From an optimization exercise on the open Yosys and OpenROAD flow, aimed at small area, a short achievable clock period and few clock cycles; shortcuts taken in it are not production practice. Only simulation tests tie the RTL to the original design; equivalence was not proved. With no activity given, the tool overestimates toggling in this design, so its power and IR-drop figures are unreliable.

Setup of run A:
## invoice_amount_parser
module invoice_amount_parser #(
	parameter int MAX_DIGITS = MAX_DIGITS_DEF
) (
	input  logic               clk,
	input  logic               arst_n,
	input  logic               in_valid,
	output logic               in_stall,
	input  logic [CHAR_W-1:0]  character,
	input  logic               last_char,
	output logic               out_valid,
	input  logic               out_stall,
	output logic [1:0]         status,
	output logic [SAT_W-1:0]   satoshis,
	output logic [FLASH_W-1:0] flash_count
);
Settings: LEC_CHECK=0, ABC_AREA=1, CAP_MARGIN=20, CORE_MARGIN=2, CORE_UTILIZATION=60, CTS_BUF_LIST=sky130_fd_sc_hd__clkbuf_4 sky130_fd_sc_hd__clkbuf_8, SLEW_MARGIN=20; clock period 9.0 ns.
standard.sh (not shown) runs the stock make flow with config.mk's settings and CLKGATE_MAP_FILE= SYNTH_SCRIPT=/design/flow/synth_recipe.tcl, a recipe that flattens the netlist after the stock synthesis.
==> flow/flow/run.sh <==
#!/bin/bash
set -euo pipefail
M=6.0
bash standard.sh "SETUP_SLACK_MARGIN=$M" \
  "BUFFER_PORTS_ARGS=-buffer_cell sky130_fd_sc_hd__buf_1" \
  "CTS_ARGS=-sink_clustering_enable -repair_clock_nets -dont_use_dummy_load -buf_list {sky130_fd_sc_hd__clkbuf_4 sky130_fd_sc_hd__clkbuf_8}" \
  finish > make_finish.log 2>&1
Run A | status: complete | timing, DRC, antenna: pass
Testbench counts of run A, summed over its fixed seeds: cycles 33,131.
Modified inputs, run B compared to run A
- PLACE_DENSITY: unset -> 0.7
- ABC_AREA: 1 -> unset
diff --git a/flow/flow/run.sh b/flow/flow/run.sh
--- a/flow/flow/run.sh
+++ b/flow/flow/run.sh
@@ -3 +3 @@
-M=6.0
+M=5.6
- Part of the total power dissipated in the clock network delta for run B relative to run A: 0.3 points higher
- On clock power, run A and run B are neck and neck.
- Power: run B draws less than run A
The following lists how run C was set up differently from run B:
- PLACE_DENSITY no longer set, was 0.7
- SLEW_MARGIN now 10, was 20
- CAP_MARGIN now 10, was 20
--- outcome ---
Cmp run C vs run B: shortest clock period the worst path allows after layout lower in run C. The higher maximum vdd drop came out of run C. Comparing run C and run B, fraction of met2 tracks used by global routing is lower on run C. As far as post-cts gate resize count goes, run C and run B are indistinguishable; the numbers are identical.

* * *

== lagoon ==
Starting RTL as in the previous note.
==> flow/config.mk <==
export PLATFORM = sky130hd
export DESIGN_NAME = invoice_amount_parser
export DESIGN_NICKNAME = invoice_amount_parser
export VERILOG_FILES = /design/flow/design.v
export SDC_FILE = /design/flow/constraint.sdc
export NUM_CORES = 4
export LEC_CHECK = 0
export ABC_AREA = 1
export CAP_MARGIN = 20
export CORE_MARGIN = 2
export CORE_UTILIZATION = 60
export CTS_BUF_LIST = sky130_fd_sc_hd__clkbuf_4 sky130_fd_sc_hd__clkbuf_8
export SLEW_MARGIN = 20
==> flow/constraint.sdc <==
create_clock -name core_clock -period 9.0 [get_ports {clk}]
set_input_delay 1.8000 -clock core_clock [delete_from_list [all_inputs] [get_ports {clk}]]
set_output_delay 1.8000 -clock core_clock [all_outputs]
set_load 0.01 [all_outputs]
==> flow/flow/run.sh <==
#!/bin/bash
set -euo pipefail
M=6.1
bash standard.sh "SETUP_SLACK_MARGIN=$M" \
  "BUFFER_PORTS_ARGS=-buffer_cell sky130_fd_sc_hd__buf_2" \
  "CTS_ARGS=-sink_clustering_enable -repair_clock_nets -dont_use_dummy_load -buf_list {sky130_fd_sc_hd__clkbuf_4 sky130_fd_sc_hd__clkbuf_8}" \
  finish > make_finish.log 2>&1
lagoon has completed all stages; timing, DRC and antenna checks passed.
Testbench counts of lagoon, summed over its fixed seeds: cycles 33,131.
### lagoon -> willow
- ABC_AREA: 1 -> unset
==> flow/flow/run.sh <==
#!/bin/bash
set -euo pipefail
M=5.5
bash standard.sh "SETUP_SLACK_MARGIN=$M" \
  "BUFFER_PORTS_ARGS=-buffer_cell sky130_fd_sc_hd__buf_1" \
  "CTS_ARGS=-sink_clustering_enable -repair_clock_nets -dont_use_dummy_load -buf_list {sky130_fd_sc_hd__clkbuf_4 sky130_fd_sc_hd__clkbuf_8}" \
  finish > make_finish.log 2>&1
==> comparison <==
- Total routed wirelength for willow: about 10% down relative to lagoon
- willow vs lagoon, cell area went down by about 10%.
- Taking lagoon as the reference, in willow routing usage on met1 shows a reduction of 2.0 points; non-clock buffer count shrank by 12; first-pass GRT wire length lower; total number of vias dropped 1,481.
- Compared with lagoon, willow shows a critical path buffer and inverter count that is 1 higher.
--- input diff willow..violet ---
- ABC_AREA: unset -> 1
--- a/flow/flow/run.sh
+++ b/flow/flow/run.sh
@@ -2,3 +2,3 @@
 set -euo pipefail
-M=5.5
+M=6.2
 bash standard.sh "SETUP_SLACK_MARGIN=$M" \
Findings:
The higher aggregate routed wire length came out of violet. Taking willow as the reference, in violet area of the core moved up; cell area after synthesis higher; sequential portion of the cell area dropped 5.5 points. violet vs willow, starting density of the core went up by 0.36 points. Delta (violet minus willow): switching portion of total power now sits higher; number of instances in the synthesized netlist now sits higher; worst vdd rail ir drop now sits higher. Worst path buffer plus inverter count delta for violet relative to willow: 1 lower. Relative contribution of the clock network to total power delta for violet relative to willow: 0.8 points lower.
Input-level comparison between umber and violet:
- ABC_AREA no longer set, was 1
--- a/flow/flow/run.sh
+++ b/flow/flow/run.sh
@@ -2,3 +2,3 @@
 set -euo pipefail
-M=6.2
+M=5.6
 bash standard.sh "SETUP_SLACK_MARGIN=$M" \
==> results.txt <==
Delta (umber minus violet): data arrival time of the worst path increased by 2390 ps relative to the old numbers; final setup violation count closely matched the old numbers; slack of the critical path decreased by 400 ps relative to the old numbers; initial core utilization decreased by 0.36 points relative to the old numbers; areal power density over the cells increased by 4.1% relative to the old numbers. The design area of umber is lower than that of violet. Between violet and umber, the number of tapcells is lower for umber. Area added between synthesis and finish in umber vs violet: down 4.9 points. Between violet and umber, the synthesized cell count is higher for violet. Routed wire length for umber: about 14% down relative to violet. Of the two values seen for most common cell after layout, fill and taps aside, sky130_fd_sc_hd__nand2_1 was produced by violet and sky130_fd_sc_hd__edfxtp_1 by umber. Comparing violet and umber, the lower upper clock frequency limit is on umber.

* * *

Starting RTL as in the previous note.
Settings: LEC_CHECK=0, ABC_AREA=1, CAP_MARGIN=20, CORE_MARGIN=2, CORE_UTILIZATION=60, CTS_BUF_LIST=sky130_fd_sc_hd__clkbuf_16, SLEW_MARGIN=20; clock period 9.0 ns.
==> flow/flow/run.sh <==
#!/bin/bash
set -euo pipefail
M=6.1
bash standard.sh "SETUP_SLACK_MARGIN=$M" \
  "BUFFER_PORTS_ARGS=-buffer_cell sky130_fd_sc_hd__buf_1" \
  "CTS_ARGS=-sink_clustering_enable -repair_clock_nets -dont_use_dummy_load -buf_list {sky130_fd_sc_hd__clkbuf_16}" \
  finish > make_finish.log 2>&1
Testbench counts at the start, summed over its fixed seeds: cycles 33,131.
Change:
==> flow/flow/run.sh (replaced) <==
#!/bin/bash
set -euo pipefail
M=5.7
bash standard.sh "SETUP_SLACK_MARGIN=$M" \
  "BUFFER_PORTS_ARGS=-buffer_cell sky130_fd_sc_hd__buf_1" \
  "CTS_ARGS=-sink_clustering_enable -repair_clock_nets -dont_use_dummy_load -buf_list {sky130_fd_sc_hd__clkbuf_4 sky130_fd_sc_hd__clkbuf_8}" \
  finish > make_finish.log 2>&1
--- a/flow/config.mk
+++ b/flow/config.mk
@@ -6,8 +6,7 @@
 export NUM_CORES = 4
 export LEC_CHECK = 0
-export ABC_AREA = 1
 export CAP_MARGIN = 20
 export CORE_MARGIN = 2
 export CORE_UTILIZATION = 60
-export CTS_BUF_LIST = sky130_fd_sc_hd__clkbuf_16
+export CTS_BUF_LIST = sky130_fd_sc_hd__clkbuf_4 sky130_fd_sc_hd__clkbuf_8
 export SLEW_MARGIN = 20
Clock skew barely changes.
Maximum frequency fell by 14%.
Non-clock buffer count climbs by 9.
Change:
--- a/flow/flow/run.sh
+++ b/flow/flow/run.sh
@@ -1,5 +1,5 @@
 #!/bin/bash
 set -euo pipefail
-M=5.7
+M=6.1
 bash standard.sh "SETUP_SLACK_MARGIN=$M" \
   "BUFFER_PORTS_ARGS=-buffer_cell sky130_fd_sc_hd__buf_1" \
--- a/flow/config.mk
+++ b/flow/config.mk
@@ -6,7 +6,8 @@
 export NUM_CORES = 4
 export LEC_CHECK = 0
+export ABC_AREA = 1
 export CAP_MARGIN = 20
 export CORE_MARGIN = 2
-export CORE_UTILIZATION = 60
+export CORE_UTILIZATION = 50
 export CTS_BUF_LIST = sky130_fd_sc_hd__clkbuf_4 sky130_fd_sc_hd__clkbuf_8
 export SLEW_MARGIN = 20
After rerunning:
- via count rises by 21%
- total power climbs by about 4%
- clock-buffer cell count stays the same
- routed wire length goes up by 13%

* * *

The RTL this note starts from:
==> flow/design.v <==
`timescale 1ns / 1ps
`default_nettype none
package iap_pkg;
	localparam int CHAR_W         = 8;
	localparam int SAT_W          = 57;
	localparam int FLASH_W        = 5;
	localparam int MAX_DIGITS_DEF = 12;
	localparam logic [1:0] ST_OK        = 2'd0;
	localparam logic [1:0] ST_NO_DIGITS = 2'd1;
	localparam logic [1:0] ST_UNIT_ERR  = 2'd2;
	localparam logic [1:0] ST_OVERFLOW  = 2'd3;
endpackage
`default_nettype wire
`timescale 1ns / 1ps
`default_nettype none
import iap_pkg::*;
module invoice_amount_parser #(
	parameter int MAX_DIGITS = MAX_DIGITS_DEF
) (
	input  logic               clk,
	input  logic               arst_n,
	input  logic               in_valid,
	output logic               in_stall,
	input  logic [CHAR_W-1:0]  character,
	input  logic               last_char,
	output logic               out_valid,
	input  logic               out_stall,
	output logic [1:0]         status,
	output logic [SAT_W-1:0]   satoshis,
	output logic [FLASH_W-1:0] flash_count
);
	localparam logic [1:0] PH_SEEK  = 2'd0;
	localparam logic [1:0] PH_DIG   = 2'd1;
	localparam logic [1:0] PH_UNIT  = 2'd2;
	localparam logic [1:0] PH_DONE  = 2'd3;
	localparam logic [1:0] U_M = 2'd0;
	localparam logic [1:0] U_U = 2'd1;
	localparam logic [1:0] U_N = 2'd2;
	localparam logic [1:0] U_P = 2'd3;
	logic [1:0]  ph_q;
	logic [3:0]  cnt_q;       
	logic [3:0]  sig_q;       
	logic [1:0]  uk_q;        
	logic        ug_q;        
	logic [26:0] b_q;
	logic [15:0] l_q;
	logic        ended_q;     
	logic        loaded_q;    
	logic        stall_q;
	logic [56:0] acc_q;
	logic [15:0] el_q;
	logic [3:0]  rem_q;
	logic        active_q;
	logic        eended_q;
	logic        ov_q;
	logic [1:0]  st_q;
	logic [4:0]  fl_q;
	logic is_dig, is_let, is_mnup;
	logic [1:0] kind;
	assign is_dig = (character >= 8'h30) && (character <= 8'h39);
	assign is_let = ((character >= 8'h61) && (character <= 8'h7a)) ||
	                ((character >= 8'h41) && (character <= 8'h5a));
	always_comb begin
		is_mnup = 1'b1;
		kind    = U_M;
		unique case (character)
			8'h6d:   kind = U_M;
			8'h75:   kind = U_U;
			8'h6e:   kind = U_N;
			8'h70:   kind = U_P;
			default: is_mnup = 1'b0;
		endcase
	end
	logic dec, pending, can_load, load, proc, fresh;
	assign dec      = ended_q || (ph_q == PH_DONE);
	assign pending  = dec && !loaded_q;
	assign can_load = !active_q && (!ov_q || !out_stall);
	assign load     = pending && can_load;
	assign proc     = in_valid && !stall_q;
	assign fresh    = ended_q && (loaded_q || load);
	logic [1:0]  ph_b, ph_n;
	logic [3:0]  cnt_b, sig_b;
	logic        ug_b;
	logic        in_run, take, ovf_set, unit_hit;
	logic        ended_n, loaded_n;
	assign ph_b   = fresh ? PH_SEEK : ph_q;
	assign cnt_b  = fresh ? 4'd0 : cnt_q;
	assign sig_b  = fresh ? 4'd0 : sig_q;
	assign ug_b   = fresh ? 1'b0 : ug_q;
	assign in_run   = proc && is_dig && ((ph_b == PH_SEEK) || (ph_b == PH_DIG));
	assign take     = in_run && (cnt_b < 4'(MAX_DIGITS));
	assign ovf_set  = in_run && !(cnt_b < 4'(MAX_DIGITS));
	assign unit_hit = proc && is_let && ((ph_b == PH_DIG) || (ph_b == PH_UNIT));
	always_comb begin
		ph_n = ph_b;
		unique case (ph_b)
			PH_SEEK: if (is_dig) ph_n = PH_DIG;
			PH_DIG:  if (is_let) ph_n = PH_DONE; else if (!is_dig) ph_n = PH_UNIT;
			PH_UNIT: if (is_let) ph_n = PH_DONE;
			default: ph_n = PH_DONE;
		endcase
	end
	assign ended_n  = proc ? last_char : ended_q;
	assign loaded_n = (proc && fresh) ? 1'b0 : (loaded_q || load);
	always_ff @(posedge clk or negedge arst_n) begin
		if (!arst_n) begin
			ended_q  <= 1'b1;
			loaded_q <= 1'b1;
		end else begin
			ended_q  <= ended_n;
			loaded_q <= loaded_n;
		end
	end
	always_ff @(posedge clk) begin
		if (proc) begin
			ph_q  <= ph_n;
			ug_q  <= unit_hit ? is_mnup : ug_b;
			if (unit_hit) uk_q <= kind;
			if (take) begin
				cnt_q <= cnt_b + 4'd1;
				sig_q <= (sig_b == 4'd0) ? {3'd0, character[3:0] != 4'd0} : sig_b + 4'd1;
			end else begin
				cnt_q <= ovf_set ? 4'd13 : cnt_b;
				sig_q <= sig_b;
			end
		end
	end
	always_ff @(posedge clk) begin
		if (proc && fresh && !take) begin
			b_q <= '0;
			l_q <= '0;
		end else if (take) begin
			b_q <= fresh ? 27'd0 : ({b_q[23:0], 3'b000} + {b_q[25:0], 1'b0} + {23'd0, l_q[15:12]});
			l_q <= fresh ? {12'd0, character[3:0]} : {l_q[11:0], character[3:0]};
		end
	end
	logic [1:0] st_ld;
	logic [3:0] steps_ld;
	logic [4:0] fl_ld;
	logic       ok_ld;
	always_comb begin
		if (ph_q == PH_SEEK)             st_ld = ST_NO_DIGITS;
		else if (cnt_q == 4'd13)         st_ld = ST_OVERFLOW;
		else if (ph_q != PH_DONE || !ug_q) st_ld = ST_UNIT_ERR;
		else                             st_ld = ST_OK;
	end
	assign ok_ld = (st_ld == ST_OK);
	always_comb begin
		steps_ld = 4'd0;
		fl_ld    = 5'd1;
		if (ok_ld) begin
			unique case (uk_q)
				U_M: begin steps_ld = 4'd9; if (sig_q != 4'd0) fl_ld = {1'b0, sig_q} + 5'd5; end
				U_U: begin steps_ld = 4'd6; if (sig_q != 4'd0) fl_ld = {1'b0, sig_q} + 5'd2; end
				U_N: begin steps_ld = 4'd3; if (sig_q > 4'd1)  fl_ld = {1'b0, sig_q} - 5'd1; end
				default: begin steps_ld = 4'd0; if (sig_q > 4'd4) fl_ld = {1'b0, sig_q} - 5'd4; end
			endcase
		end
	end
	logic        step, eend_now, eended_n, fin;
	logic [3:0]  rem_n;
	logic        active_n, ov_n;
	assign step     = active_q && (rem_q != 4'd0);
	assign eend_now = proc && last_char && !ended_q && (loaded_q || load);
	assign eended_n = load ? (ended_q || eend_now) : (eended_q || eend_now);
	assign rem_n    = load ? steps_ld : (step ? rem_q - 4'd1 : rem_q);
	assign fin      = (load || active_q) && (rem_n == 4'd0) && eended_n;
	assign active_n = (load || active_q) && !fin;
	assign ov_n     = fin || (ov_q && out_stall);
	always_ff @(posedge clk or negedge arst_n) begin
		if (!arst_n) begin
			active_q <= 1'b0;
			ov_q     <= 1'b0;
			stall_q  <= 1'b0;
		end else begin
			active_q <= active_n;
			ov_q     <= ov_n;
			stall_q  <= ended_n && !loaded_n && (active_n || ov_n);
		end
	end
	always_ff @(posedge clk) begin
		eended_q <= eended_n;
		rem_q    <= rem_n;
		el_q     <= load ? l_q : {el_q[11:0], 4'd0};
		if (load) begin
			st_q  <= st_ld;
			fl_q  <= fl_ld;
			acc_q <= ok_ld ? {30'd0, b_q} : 57'd0;
		end else if (step) begin
			acc_q <= {acc_q[53:0], 3'b000} + {acc_q[55:0], 1'b0} + {53'd0, el_q[15:12]};
		end
	end
	assign in_stall    = stall_q;
	assign out_valid   = ov_q;
	assign status      = st_q;
	assign satoshis    = acc_q;
	assign flash_count = fl_q;
endmodule
`default_nettype wire
clock: 9.0 ns
lec_check: 0
abc_clock_period_in_ps: 3000
cap_margin: 20
core_margin: 2
core_utilization: 60
setup_slack_margin: 5
slew_margin: 20
run.sh (not shown) runs the stock make flow with config.mk's settings and CLKGATE_MAP_FILE= SYNTH_SCRIPT=/design/flow/synth_recipe.tcl, a recipe that flattens the netlist after the stock synthesis.
Stock flow here: none of the scripts above is used.
The baseline produced a clean layout.
Testbench counts at the start, summed over its fixed seeds: cycles 33,298.
Change:
--- a/flow/config.mk
+++ b/flow/config.mk
@@ -7,7 +7,5 @@
 export LEC_CHECK = 0
-export ABC_CLOCK_PERIOD_IN_PS = 3000
 export CAP_MARGIN = 20
 export CORE_MARGIN = 2
-export CORE_UTILIZATION = 60
-export SETUP_SLACK_MARGIN = 5
+export CORE_UTILIZATION = 40
 export SLEW_MARGIN = 20
After rerunning:
- The changed run ran to the end with no violations
- critical path depth fell by 2
- die area grows by well over a third
- setup slack degrades by 760 ps
- clock skew is about the same
- global-route usage went down by 7.4 points
- cell area goes up slightly
- area after synthesis stays the same
- power stays flat
- core utilization falls by 24 points

## re-timing with driven ports
How much do the figures lean on ideal ports? The routed layouts below were timed once more, with nothing changed but the port constraints. Step 1: set_driving_cell puts a clkbuf_16 on clk and a buf_2 on each other input, an assumption about the parent block. Step 2 times the ports against the registers' clock, not the clock port: input delays grow and output delays shrink by t, the midpoint of the rising clock arrivals with the driver on. a / b / c = no drivers / after step 1 / after step 2; a / b = the first two.
run	t (ns)	setup WS [ns]	hold slack, ns	slew at the worst register clock pin (ns)	worst slew at a driven data input, ns
run A	0.477	6.085 / 6.047 / 5.920	0.442 / 0.442 / 0.442	0.08 / 0.08	0.04
run B	0.468	5.736 / 5.736 / 5.736	0.449 / 0.449 / 0.449	0.07 / 0.07	0.03
run C	0.465	5.759 / 5.759 / 5.750	0.469 / 0.469 / 0.469	0.08 / 0.08	0.03
lagoon	0.471	6.132 / 6.093 / 5.946	0.434 / 0.434 / 0.434	0.08 / 0.08	0.03
willow	0.465	5.629 / 5.629 / 5.629	0.466 / 0.466 / 0.466	0.08 / 0.08	0.03
violet	0.477	6.156 / 6.119 / 6.076	0.433 / 0.433 / 0.433	0.09 / 0.09	0.03
umber	0.465	5.759 / 5.759 / 5.750	0.469 / 0.469 / 0.469	0.08 / 0.08	0.03
the first run of note 3	0.453	6.144 / 6.101 / 6.056	0.440 / 0.440 / 0.440	0.06 / 0.06	0.04
the second run of note 3	0.466	5.688 / 5.688 / 5.688	0.465 / 0.465 / 0.465	0.08 / 0.08	0.03
the third run of note 3	0.462	6.143 / 6.106 / 6.078	0.435 / 0.435 / 0.435	0.08 / 0.08	0.03
the first run of note 4	0.471	5.111 / 5.111 / 4.701	0.423 / 0.423 / 0.423	0.07 / 0.07	0.03
the second run of note 4	0.464	4.356 / 4.380 / 3.916	0.418 / 0.418 / 0.418	0.07 / 0.07	0.03
After both steps every run listed still meets setup and hold. The setup slack of the second run of note 4, which loses most, moves by +0.024 ns with the drivers and by -0.440 ns with both steps.
